From an optimization exercise on the open Yosys and OpenROAD flow, aimed at small area and a short achievable clock period; shortcuts taken in it are not production practice. In this exercise RTL edits were held to simulation tests only and were not proved equivalent to the original. No activity file was given, so power comes from the tool's default toggle rates.

### flow/run.sh
#!/bin/bash
# synth_recipe.tcl (not shown) runs the flow's synth.tcl, then flattens the netlist and writes it again
# the make line also repeats each setting of config.mk as NAME=value (left out here)
make -C /OpenROAD-flow-scripts/flow DESIGN_CONFIG=/design/flow/config.mk WORK_HOME=/design/flow/orfs CLKGATE_MAP_FILE= SYNTH_SCRIPT=/design/flow/synth_recipe.tcl finish
### flow/config.mk
export PLATFORM = sky130hd
export DESIGN_NAME = kmeans_cluster_store
export DESIGN_NICKNAME = kmeans_cluster_store
export VERILOG_FILES = /design/flow/design.v
export SDC_FILE = /design/flow/constraint.sdc
export NUM_CORES = 4
export LEC_CHECK = 0
export CAP_MARGIN = 20
export CORE_MARGIN = 2
export CORE_UTILIZATION = 50
export SETUP_SLACK_MARGIN = 0.2
export SLEW_MARGIN = 20
### flow/constraint.sdc
create_clock -name core_clock -period 3.5 [get_ports {clk}]
set_input_delay 0.7000 -clock core_clock [delete_from_list [all_inputs] [get_ports {clk}]]
set_output_delay 0.7000 -clock core_clock [all_outputs]
set_load 0.01 [all_outputs]
### flow/design.v
package kmeans_pkg;
    localparam int K_DEF      = 3;
    localparam int DATA_W_DEF = 16;
    localparam int DEPTH_DEF  = 64;
    localparam int IDX_W_DEF  = $clog2(K_DEF);
    typedef logic [IDX_W_DEF-1:0] cluster_idx_t;
endpackage
module kmeans_bank
#(
    parameter int DATA_W = kmeans_pkg::DATA_W_DEF,
    parameter int DEPTH  = kmeans_pkg::DEPTH_DEF,
    parameter int ADDR_W = $clog2(DEPTH),
    parameter int CNT_W  = ADDR_W + 1
    ,parameter int SUM_W = DATA_W + ADDR_W
) (
    input  logic              clk,
    input  logic              reset,
    input  logic              clr,
    input  logic              wr_en,
    input  logic [DATA_W-1:0] wr_data,
    input  logic [ADDR_W-1:0] rd_addr,
    output logic [DATA_W-1:0] rd_data,
    output logic [CNT_W-1:0]  count,
    output logic              full
    ,output logic [SUM_W-1:0] sum
);
    logic [DATA_W-1:0] mem [DEPTH];
    always_ff @(posedge clk) begin
        if (wr_en) begin
            mem[count[ADDR_W-1:0]] <= wr_data;
        end
    end
    always_ff @(posedge clk or negedge reset) begin
        if (!reset) begin
            count <= '0;
        end else if (clr) begin
            count <= '0;
        end else if (wr_en) begin
            count <= count + CNT_W'(1);
        end
    end
    assign full    = (count == CNT_W'(DEPTH));
    assign rd_data = mem[rd_addr];
    always_ff @(posedge clk or negedge reset) begin
        if (!reset) begin
            sum <= '0;
        end else if (clr) begin
            sum <= '0;
        end else if (wr_en) begin
            sum <= sum + SUM_W'(wr_data);
        end
    end
endmodule
module kmeans_cluster_store
#(
    parameter int K      = kmeans_pkg::K_DEF,
    parameter int DATA_W = kmeans_pkg::DATA_W_DEF,
    parameter int DEPTH  = kmeans_pkg::DEPTH_DEF,
    parameter int IDX_W  = $clog2(K),
    parameter int ADDR_W = $clog2(DEPTH),
    parameter int CNT_W  = ADDR_W + 1
    ,parameter int SUM_W = DATA_W + ADDR_W
) (
    input  logic              clk,
    input  logic              reset,
    input  logic              in_valid,
    output logic              in_ready,
    input  logic [DATA_W-1:0] in_data,
    input  logic [IDX_W-1:0]  in_idx,
    input  logic              clr,
    input  logic              rd_en,
    input  logic [IDX_W-1:0]  rd_sel,
    input  logic [ADDR_W-1:0] rd_addr,
    output logic              rd_valid,
    output logic [DATA_W-1:0] rd_data,
    output logic [CNT_W-1:0]  cnt,
    output logic [K-1:0]      full,
    output logic              err
    ,output logic [SUM_W-1:0] sum
);
    logic [K-1:0]      wr_en;
    logic [DATA_W-1:0] bank_rdata [K];
    logic [CNT_W-1:0]  bank_cnt   [K];
    logic              idx_oob;
    logic              tgt_full;
    logic              xfer;
    logic [DATA_W-1:0] sel_rdata;
    logic [CNT_W-1:0]  sel_cnt;
    logic [SUM_W-1:0]  bank_sum   [K];
    logic [SUM_W-1:0]  sel_sum;
    for (genvar k = 0; k < K; k++) begin : g_bank
        kmeans_bank #(
            .DATA_W (DATA_W),
            .DEPTH  (DEPTH),
            .ADDR_W (ADDR_W),
            .CNT_W  (CNT_W)
            ,.SUM_W (SUM_W)
        ) u_bank (
            .clk     (clk),
            .reset   (reset),
            .clr     (clr),
            .wr_en   (wr_en[k]),
            .wr_data (in_data),
            .rd_addr (rd_addr),
            .rd_data (bank_rdata[k]),
            .count   (bank_cnt[k]),
            .full    (full[k])
            ,.sum    (bank_sum[k])
        );
    end
    always_comb begin
        idx_oob   = (int'(in_idx) >= K);
        tgt_full  = 1'b0;
        sel_rdata = '0;
        sel_cnt   = '0;
        wr_en     = '0;
        sel_sum   = '0;
        for (int k = 0; k < K; k++) begin
            if (int'(in_idx) == k) begin
                tgt_full = full[k];
            end
            if (int'(rd_sel) == k) begin
                sel_rdata = bank_rdata[k];
                sel_cnt   = bank_cnt[k];
                sel_sum   = bank_sum[k];
            end
        end
        in_ready = !clr && (idx_oob || !tgt_full);
        xfer     = in_valid && in_ready;
        for (int k = 0; k < K; k++) begin
            wr_en[k] = xfer && (int'(in_idx) == k);
        end
    end
    assign cnt = sel_cnt;
    assign sum = sel_sum;
    always_ff @(posedge clk or negedge reset) begin
        if (!reset) begin
            rd_valid <= 1'b0;
            rd_data  <= '0;
            err      <= 1'b0;
        end else begin
            rd_valid <= rd_en;
            err      <= xfer && idx_oob;
            if (rd_en) begin
                rd_data <= (CNT_W'(rd_addr) < sel_cnt) ? sel_rdata : '0;
            end
        end
    end
endmodule
==> results of run 1 <==
[metrics by stage]
stage	setup TNS, ns	setup slack [ns]	hold slack (ns)	power [mW]	utilization (%)
2_1_floorplan	0	0.224	0.404	44.8	-
3_3_place_gp	-223.31	-0.531	0.517	47.3	55.3
3_5_place_dp	-195.72	-0.542	0.530	47.4	55.3
4_1_cts	0	0.149	0.0172	81.3	59.7
5_1_grt	0	0.132	0.0192	83.0	59.7
6_report	0	0.212	0.0701	80.8	59.7
[cells in the final DEF, fill, tap and decap left out, types with 22 or more instances in the layout]
| cell | instances |
|---|---|
| a211oi_1 | 22 |
| a21oi_1 | 91 |
| a221oi_1 | 51 |
| a22oi_1 | 46 |
| and3_1 | 22 |
| buf_12 | 264 |
| buf_4 | 500 |
| bufinv_16 | 22 |
| clkbuf_1 | 69 |
| clkbuf_16 | 346 |
| clkdlybuf4s50_1 | 49 |
| clkinv_1 | 72 |
| clkinv_2 | 58 |
| dfrtp_1 | 99 |
| edfxtp_1 | 3072 |
| ha_1 | 59 |
| inv_1 | 27 |
| mux2i_1 | 164 |
| mux4_2 | 830 |
| nand2_1 | 211 |
| nand3_1 | 114 |
| nand4_1 | 31 |
| nor2_1 | 208 |
| nor2_2 | 70 |
| nor3_1 | 26 |
| o21ai_0 | 145 |
| or3_1 | 28 |
| xor2_1 | 30 |
[sequential cells by signal, indices dropped and copies added (netlist names)]
register,flops
g_bank.u_bank.sum,66
g_bank.u_bank.mem,3072
g_bank.u_bank.count,21
rd_valid,1
err,1
rd_data,16
[cells by family after synthesis]
kind of cell	after synthesis
compound gates	513
fa+ha+maj	62
xor+xnor	48
flops	3177
simple gates	781
mux	1009
buf+inv	371
[power breakdown]
part	internal, mW	leakage (nW)	switching (mW)
Combinational	1.88	14.5	2.87
Clock	19.9	5.13	14.3
Sequential	41.8	29.0	0.104
[routing by layer]
metal / track usage, % / routed length [microns] / share of wire (%) / up-vias
met1: 38.5 / 139000 / 40 / 35000
met4: 9.99 / 14400 / 4.1 / 0
met5: 0 / 0 / 0 / -
met3: 4.55 / 28100 / 8.1 / 596
met2: 42.9 / 166000 / 48 / 3038
li1: - / - / - / 26700
[cells in the mapped netlist, types with 36 or more instances]
master | instances | area [sq um]
ha_1 | 59 | 738
a22oi_1 | 46 | 345
nor2_1 | 279 | 1050
nand2_1 | 215 | 807
a21oi_1 | 92 | 460
dfrtp_1 | 105 | 2630
buf_4 | 36 | 270
clkbuf_1 | 136 | 510
o21ai_0 | 147 | 736
inv_1 | 38 | 143
mux4_2 | 830 | 18700
buf_2 | 81 | 405
buf_6 | 44 | 495
nand3_1 | 114 | 571
mux2i_1 | 170 | 1700
a221oi_1 | 51 | 447
edfxtp_1 | 3072 | 92200
[what timing repair did]
item                       4_1_cts  5_1_grt
setup buffers                    7        4
resized for setup               51       16
setup endpoints to repair      529      114
hold buffers                     3        0
hold endpoints to repair        65        0
gates cloned                     0        0
pin swaps                        2        4
[how the worst max path moves through the flow]
stage	start	end	slack, ns	depth (start not counted)
floorplan	rd_sel[0]	rd_data[1]$_DFFE_PN0P_	0.22	14
global placement	rd_sel[0]	rd_data[1]$_DFFE_PN0P_	-0.53	13
detailed placement	rd_sel[0]	rd_data[1]$_DFFE_PN0P_	-0.54	13
CTS	g_bank[1].u_bank.count[4]$_DFFE_PN0P_	in_ready	0.15	7
global route	g_bank[1].u_bank.count[4]$_DFFE_PN0P_	in_ready	0.13	7
finish	g_bank[1].u_bank.count[4]$_DFFE_PN0P_	in_ready	0.21	7
[cell type report]
type	instances	area [sq um]	share of cell area [%]
clock inverter	170	1400	0.940
antenna	6	15.0	0.0101
multi-input combinational	2413	29100	19.5
timing repair buffer	852	10000	6.72
clock buffer	427	9080	6.11
tap	3330	4170	2.80
sequential	3177	94900	63.8
inverter	39	160	0.108
==> impl_metrics.py, run 1 <==
metrics = {
    "critical_path": {
        "regToRegSetupSlack_ns": 0.27,
        "rr_startpoint": "g_bank[1].u_bank.count[4]$_DFFE_PN0P_",
        "cpMaxStageDelayCell": "or3_4",
        "crit_required_ns": 2.80,
        "path_class": "reg2out",
        "end_kind": "primary output",
        "crit_buf_inv": 1,
        "ff2ff_path_depth": 12,
        "critPathLaunchType": "flip-flop",
        "slowest_delay_ns": 0.41,
        "path_cells": "or3_4 > or3_4 > nor2_1 > a21oi_1 > nor2_1 > a311oi_1 > buf_2",
        "cp_max_fo": 2,
        "worst_ep_arrival_time_ns": 2.59,
        "cp_top_family": "simple AND/OR/NAND/NOR gates",
        "timing.rr.end": "rd_data[0]$_DFFE_PN0P_",
    },
    "clocking": {
        "numCtsBuffers": 340,
        "cts.path.max_buffers": 4,
        "cts_tree": "yes",
        "h-tree-depth": 5,
        "clk_pin_slew_ns": 0.06,
        "clkSinkCount": 3177,
        "clk_latency_ns": 0.95,
        "cts-root-buf": "clkbuf_16",
    },
    "layout": {
        "postLayoutCellArea_sq_um": 149000,
        "syn2layout_area_growth_pct": 18.5,
        "final_cells": 10400,
        "num-fill-cells": 18000,
        "layout-drive-gt1-share_pct": 31.5,
        "nNetsFinal": 6916,
    },
    "synth": {
        "synthAdderAreaFrac_pct": 0.636,
        "synth_top_family_by_area": "multiplexers",
        "synth_ff_type": "edfxtp_1",
        "yosys_warnings": 5,
        "synthCells": 5961,
        "synth-simple-area-share_pct": 2.80,
        "synth-edff-count": 3072,
        "synth_seq_cells": 3177,
        "netlist_area_sq_um": 126000,
        "async_flop_share_pct": 3.31,
        "postSynthAreaPerCell_sq_um": 21.1,
        "syn_nets": 6054,
        "yosysSeqAreaShare_pct": 75.6,
        "synth_compound_area_share_pct": 2.73,
        "yosys-mux-area-fraction_pct": 16.3,
        "synth_xor_area_share_pct": 0.335,
        "synth_cell_types": 69,
    },
    "timing": {
        "final-setup-viol-count": 0,
        "hold_violations": 0,
        "fmax_mhz": 304,
        "skew_ns": 0.0778,
        "rsz0062_at_grt": "yes",
        "fin_crit_ns": 3.29,
        "final_max_slew_viol_count": 0,
        "tightest_slew_ns": 1.36,
        "relSlewSlack_pct": 9.14,
        "post-route-period-util_pct": 93.9,
    },
    "min_path": {
        "hold_depth": 1,
        "min_from": "in_data[10]",
        "hold_path.class": "in2reg",
        "min_to": "g_bank[1].u_bank.mem[22][10]$_DFFE_PP_",
    },
    "detailed_routing": {
        "num_vias": 65400,
        "drt_iter0_drc": 8737,
        "firstDrtPassIters": 7,
        "drc": 0,
        "ant_nets": 0,
        "wl_microns": 347000,
        "via_per_inst": 6.28,
        "wl_per_cell_microns": 33.4,
    },
    "place": {
        "dpl.hpwl_microns": 221000,
        "dp.cells": 9794,
        "place_area_sq_um": 138000,
        "port-buffer-count": 81,
        "routabilityCongestion": 0.910,
    },
    "global_routing": {
        "grt_antenna_before_repair": 21,
        "grt_usage_pct": 27.2,
        "grt_pass1_vias": 65600,
        "grt_max_degree": 193,
        "grt_pass1_wl_microns": 493000,
        "grt_overflow": 0,
    },
    "die": {
        "initial_utilization_pct": 50.4,
        "die_h_microns": 505,
        "core-area_sq_um": 249000,
        "dieArea_sq_um": 255000,
        "ios": 82,
        "row_count": 183,
        "die_w_microns": 505,
    },
    "pwr": {
        "vdd_drop_max_uv": 451,
        "static-leakage-power_nw": 48.6,
        "power.density_nw_per_um2": 543,
    },
    "status": {
        "outcome": "complete, no violations",
    },
    "run": {
        "maxCapViolCount": 0,
    },
}
==> run 2: changes to the inputs <==
==> flow/design.v (replaced) <==
package kmeans_pkg;
    localparam int K_DEF      = 3;
    localparam int DATA_W_DEF = 16;
    localparam int DEPTH_DEF  = 64;
    localparam int IDX_W_DEF  = $clog2(K_DEF);
    typedef logic [IDX_W_DEF-1:0] cluster_idx_t;
endpackage
module kmeans_rd_aoi3 (
    input  logic [2:0] s,
    input  logic [2:0] d,
    output logic       y_n
);
    assign y_n = ~|(s & d);
endmodule
module kmeans_cluster_store
#(
    parameter int K      = kmeans_pkg::K_DEF,
    parameter int DATA_W = kmeans_pkg::DATA_W_DEF,
    parameter int DEPTH  = kmeans_pkg::DEPTH_DEF,
    parameter int IDX_W  = $clog2(K),
    parameter int ADDR_W = $clog2(DEPTH),
    parameter int CNT_W  = ADDR_W + 1
    ,parameter int SUM_W = DATA_W + ADDR_W
) (
    input  logic              clk,
    input  logic              reset,
    input  logic              in_valid,
    output logic              in_ready,
    input  logic [DATA_W-1:0] in_data,
    input  logic [IDX_W-1:0]  in_idx,
    input  logic              clr,
    input  logic              rd_en,
    input  logic [IDX_W-1:0]  rd_sel,
    input  logic [ADDR_W-1:0] rd_addr,
    output logic              rd_valid,
    output logic [DATA_W-1:0] rd_data,
    output logic [CNT_W-1:0]  cnt,
    output logic [K-1:0]      full,
    output logic              err
    ,output logic [SUM_W-1:0] sum
);
    localparam int NW = K * DEPTH;           
    localparam int NG = (NW + 2) / 3;        
    logic [DATA_W-1:0] mem [NW];
    logic [CNT_W-1:0]  count [K];
    logic [SUM_W-1:0]  acc [K];
    logic [K-1:0]      xfer_k;
    logic              xfer_oob;
    always_comb begin
        in_ready = !clr;
        for (int k = 0; k < K; k++) begin
            full[k]   = count[k][ADDR_W];
            xfer_k[k] = in_valid && !clr && (int'(in_idx) == k) && !count[k][ADDR_W];
            if (int'(in_idx) == k && count[k][ADDR_W]) in_ready = 1'b0;
        end
        xfer_oob = in_valid && !clr && (int'(in_idx) >= K);
    end
    for (genvar k = 0; k < K; k++) begin : g_cnt
        always_ff @(posedge clk or negedge reset) begin
            if (!reset) begin
                count[k] <= '0;
                acc[k]   <= '0;
            end else if (clr) begin
                count[k] <= '0;
                acc[k]   <= '0;
            end else if (xfer_k[k]) begin
                count[k] <= count[k] + CNT_W'(1);
                acc[k]   <= acc[k] + SUM_W'(in_data);
            end
        end
    end
    always_ff @(posedge clk or negedge reset) begin
        if (!reset) begin
            err <= 1'b0;
        end else begin
            err <= xfer_oob;
        end
    end
    for (genvar k = 0; k < K; k++) begin : g_bank
        for (genvar j = 0; j < DEPTH; j++) begin : g_word
            always_ff @(posedge clk) begin
                if (xfer_k[k] && count[k][ADDR_W-1:0] == ADDR_W'(j)) begin
                    mem[k*DEPTH + j] <= in_data;
                end
            end
        end
    end
    logic [3*NG-1:0]   line;
    logic [DATA_W-1:0] word;
    logic              in_range;
    logic [CNT_W-1:0]  sel_cnt;
    always_comb begin
        line = '0;
        for (int k = 0; k < K; k++) begin
            for (int j = 0; j < DEPTH; j++) begin
                line[k*DEPTH + j] = (int'(rd_sel) == k) && (int'(rd_addr) == j);
            end
        end
    end
    for (genvar b = 0; b < DATA_W; b++) begin : g_rbit
        logic [NG-1:0] part_n;
        for (genvar g = 0; g < NG; g++) begin : g_slice
            logic [2:0] d;
            for (genvar i = 0; i < 3; i++) begin : g_d
                if (3*g + i < NW) begin : g_w
                    assign d[i] = mem[3*g + i][b];
                end else begin : g_z
                    assign d[i] = 1'b0;
                end
            end
            kmeans_rd_aoi3 u_aoi (.s(line[3*g +: 3]), .d(d), .y_n(part_n[g]));
        end
        assign word[b] = ~&part_n;
    end
    always_comb begin
        sel_cnt = '0;
        for (int k = 0; k < K; k++) begin
            if (int'(rd_sel) == k) sel_cnt = count[k];
        end
        in_range = (CNT_W'(rd_addr) < sel_cnt);
    end
    always_ff @(posedge clk or negedge reset) begin
        if (!reset) begin
            rd_valid <= 1'b0;
            rd_data  <= '0;
        end else begin
            rd_valid <= rd_en;
            if (rd_en) begin
                rd_data <= in_range ? word : '0;
            end
        end
    end
    assign cnt = sel_cnt;
    always_comb begin
        sum = '0;
        for (int k = 0; k < K; k++) begin
            if (int'(rd_sel) == k) sum = acc[k];
        end
    end
endmodule
--- a/flow/config.mk
+++ b/flow/config.mk
@@ -10,3 +10,4 @@
 export CORE_UTILIZATION = 50
 export SETUP_SLACK_MARGIN = 0.2
 export SLEW_MARGIN = 20
+export SYNTH_HIERARCHICAL = 1
==> impl_metrics.py, run 2 <==
metrics = {
    "clocking": {
        "clk_pin_slew_ns": 0.06,
        "cts.path.max_buffers": 4,
        "cts_tree": "yes",
        "numCtsBuffers": 334,
        "h-tree-depth": 5,
        "cts-root-buf": "clkbuf_16",
        "clkSinkCount": 3177,
        "clk_latency_ns": 0.98,
    },
    "detailed_routing": {
        "firstDrtPassIters": 10,
        "ant_nets": 0,
        "drt_iter0_drc": 14300,
        "wl_per_cell_microns": 33.8,
        "wl_microns": 367000,
        "num_vias": 72200,
        "drc": 0,
        "via_per_inst": 6.63,
    },
    "critical_path": {
        "critPathLaunchType": "input pin",
        "cp_max_fo": 16,
        "end_kind": "flip-flop",
        "path_class": "in2reg",
        "ff2ff_path_depth": 10,
        "regToRegSetupSlack_ns": 0.61,
        "worst_ep_arrival_time_ns": 4.09,
        "crit_required_ns": 4.30,
    },
    "pwr": {
        "seqPwrFrac_pct": 52.9,
        "cellInternalPower_mw": 63.0,
        "power.density_nw_per_um2": 547,
        "switching_share_pct": 20.3,
        "clockPowerShare_pct": 44.1,
        "p_comb_share_pct": 3.0,
        "vdd_drop_max_uv": 404,
        "switching_power_mw": 16.1,
        "static-leakage-power_nw": 48.3,
    },
    "timing": {
        "fin_crit_ns": 3.29,
        "final_max_slew_viol_count": 0,
        "tightest_slew_ns": 1.42,
        "rsz0062_at_grt": "yes",
        "hold_violations": 0,
        "fmax_mhz": 304,
        "relSlewSlack_pct": 5.19,
        "worst_slack_ns": 0.213,
        "post-route-period-util_pct": 93.9,
        "skew_ns": 0.0732,
        "final-setup-viol-count": 0,
    },
    "die": {
        "die_h_microns": 483,
        "core-area_sq_um": 227000,
        "row_count": 175,
        "ios": 82,
        "die_w_microns": 483,
        "initial_utilization_pct": 50.3,
        "dieArea_sq_um": 233000,
    },
    "layout": {
        "postLayoutCellArea_sq_um": 145000,
        "nNetsFinal": 7719,
        "final_common_cell": "edfxtp_1",
        "final_cell_mix": "3,072 x edfxtp_1, 1,098 x buf_4, 1,024 x a222oi_1, 416 x nor2_1, 341 x clkbuf_16",
        "fin_util_pct": 63.6,
        "syn2layout_area_growth_pct": 26.3,
        "largest_register_ffs": 3072,
        "layout-drive-gt1-share_pct": 25.9,
    },
    "synth": {
        "synth_ff_type": "edfxtp_1",
        "synth_seq_cells": 3177,
        "synthCells": 5884,
        "async_flop_share_pct": 3.31,
        "yosys-top-cells-count": "3,072 x edfxtp_1, 1,024 x a222oi_1, 450 x nor2_1",
        "yosysSeqAreaShare_pct": 82.8,
        "synth-edff-count": 3072,
        "yosys.area.top_type": "edfxtp_1",
        "synth_cell_types": 66,
        "postSynthAreaPerCell_sq_um": 19.5,
        "synth.most_common_cell": "edfxtp_1",
        "yosys_warnings": 10,
        "synth_area_leaders": "edfxtp_1 81%, a222oi_1 8.9%, dfrtp_1 2.3%, nand4_1 1.5%, nor2_1 1.5%",
        "syn_nets": 5983,
        "netlist_area_sq_um": 115000,
        "synth_top_area_share_pct": 80.5,
    },
    "place": {
        "dpl.hpwl_microns": 243000,
        "place_area_sq_um": 133000,
        "port-buffer-count": 81,
        "pre_cts_ws_ns": -1.68,
        "routabilityCongestion": 0.965,
    },
    "min_path": {
        "hold_path.class": "in2reg",
        "hold_depth": 1,
    },
    "global_routing": {
        "grt_pass1_vias": 69500,
        "grt_antenna_before_repair": 29,
        "grt_max_degree": 193,
        "grt_pass1_wl_microns": 513000,
        "grt_overflow": 0,
        "grt_usage_pct": 31.2,
    },
    "status": {
        "outcome": "complete, no violations",
    },
    "run": {
        "maxCapViolCount": 0,
    },
}
[run 2: cell types whose count changed in the layout (fill, tap and decap cells not counted), sizes merged, moves of 63 or more]
| cell | delta |
|---|---|
| nand2 | -64 |
| nor2 | +171 |
| buf | +629 |
| mux4 | -830 |
| a222oi | +1024 |
| mux2i | -138 |
| nor4 | +63 |
| nand4 | +244 |
[run 2: final timing paths]
| path | start | endpoint |
|---|---|---|
| worst min-delay path | in_data[10] | mem[64][10]$_DFFE_PP_ |
| worst max-delay path | rd_addr[1] | rd_data[0]$_DFFE_PN0P_ |
| max in group asynchronous | reset | count[2][1]$_DFFE_PN0P_ |
| worst max register to register | acc[0][0]$_DFFE_PN0P_ | acc[0][20]$_DFFE_PN0P_ |
| worst min register to register | acc[2][18]$_DFFE_PN0P_ | acc[2][18]$_DFFE_PN0P_ |
| min in group asynchronous | reset | acc[2][16]$_DFFE_PN0P_ |
[run 2: area by class of cell]
cell class	count	area (sq um)
clock buffer	410	8890
clock inverter	173	1760
tap	3009	3760
inverter	46	173
fill	15600	82800
antenna	10	25.0
timing repair buffer	1501	15500
multi-input combinational	2560	19700
sequential	3177	94900
[run 2: layer usage]
metal	global-route usage [%]	wire (microns)
met5	0	80
met4	13.8	18300
met3	6.11	41700
met2	47.9	169000
met1	43.7	138000
[run 2: logic make-up (layout without fill, tap and decap cells)]
group           count (synthesis)  after routing  synth area share [%]
compound gates               1268           1268                  10.3
xor+xnor                       50             50                 0.382
fa+ha+maj                      68             68                 0.763
buf+inv                       147           2130                 0.503
flops                        3177           3177                  82.8
mux                            32             32                 0.280
other cells                     0             10                     0
simple gates                 1142           1142                  4.89
[run 2: per-stage QoR]
stage / hold slack [ns] / instances / setup TNS (ns) / total power [mW]
2_1_floorplan: 0.404 / 5884 / 0 / 43.2
3_3_place_gp: 0.481 / 10300 / -25.93 / 44.9
3_5_place_dp: 0.491 / 10300 / -23.21 / 45.0
4_1_cts: 0.0194 / 10900 / 0 / 79.3
5_1_grt: 0.0359 / 10900 / 0 / 81.0
6_report: 0.0693 / 10900 / 0 / 79.1
[run 2: Yosys stat by module, one instance, submodules excluded]
module | flops+latches | cells inside | cell area [sq um] | times used
kmeans_cluster_store | 3177 | 4860 | 104000 | 1
kmeans_rd_aoi3 | 0 | 1 | 10.0 | 1024
[run 2: what timing repair did]
| action | CTS | global route |
|---|---|---|
| endpoints found under the setup margin | 39 | 14 |
| pin swaps | 33 | 5 |
| hold buffers | 1 | 0 |
| setup buffers | 13 | 0 |
| gates cloned | 2 | 0 |
| endpoints found under the hold margin | 70 | 0 |
| gates resized for setup | 85 | 8 |
[run 2: critical path: stages]
cell and delay, ns:
dlygate4sd2_1 0.26, buf_12 0.15, nand2_2 0.11, nor2_1 0.08, buf_4 0.14, nand2_1 0.12, buf_12 0.14, buf_4 0.11
nor2_1 0.05, buf_12 0.15, a222oi_1 0.46, nand4_1 0.44, nor4_4 0.66, buf_4 0.23, and4_1 0.19, o22ai_1 0.06
[run 2: power by group through the flow]
| stage | combinational, mW | sequential [mW] | clock (mW) |
|---|---|---|---|
| after floorplan | 0.608 | 42.6 | 0 |
| after global placement | 2.24 | 42.7 | 0 |
| after detailed placement | 2.30 | 42.7 | 0 |
| after CTS | 2.36 | 41.9 | 35.1 |
| after global routing | 2.50 | 41.8 | 36.7 |
| final | 2.41 | 41.9 | 34.9 |

## re-timing with driven ports
How much do the figures lean on ideal ports? The routed layouts below were timed once more, with nothing changed but the port constraints. Step 1: set_driving_cell puts a clkbuf_16 on clk and a buf_2 on each other input, an assumption about the parent block. Step 2 times the ports against the registers' clock, not the clock port: input delays grow and output delays shrink by t, the midpoint of the rising clock arrivals with the driver on. Three values: no drivers, after step 1, after step 2; two values: the first two.
run	t, ns	slack for setup (ns)	clock arrival spread, ns
run 1	1.022	0.212 / 0.100 / -0.623	0.106 / 0.106
run 2	1.042	0.213 / 0.135 / -0.867	0.074 / 0.073
With both steps, setup timing fails in run 1 and run 2, where it was met with ideal ports. For run 2, which loses most, drivers alone change the setup slack by -0.078 ns; drivers and shift together by -1.080 ns.
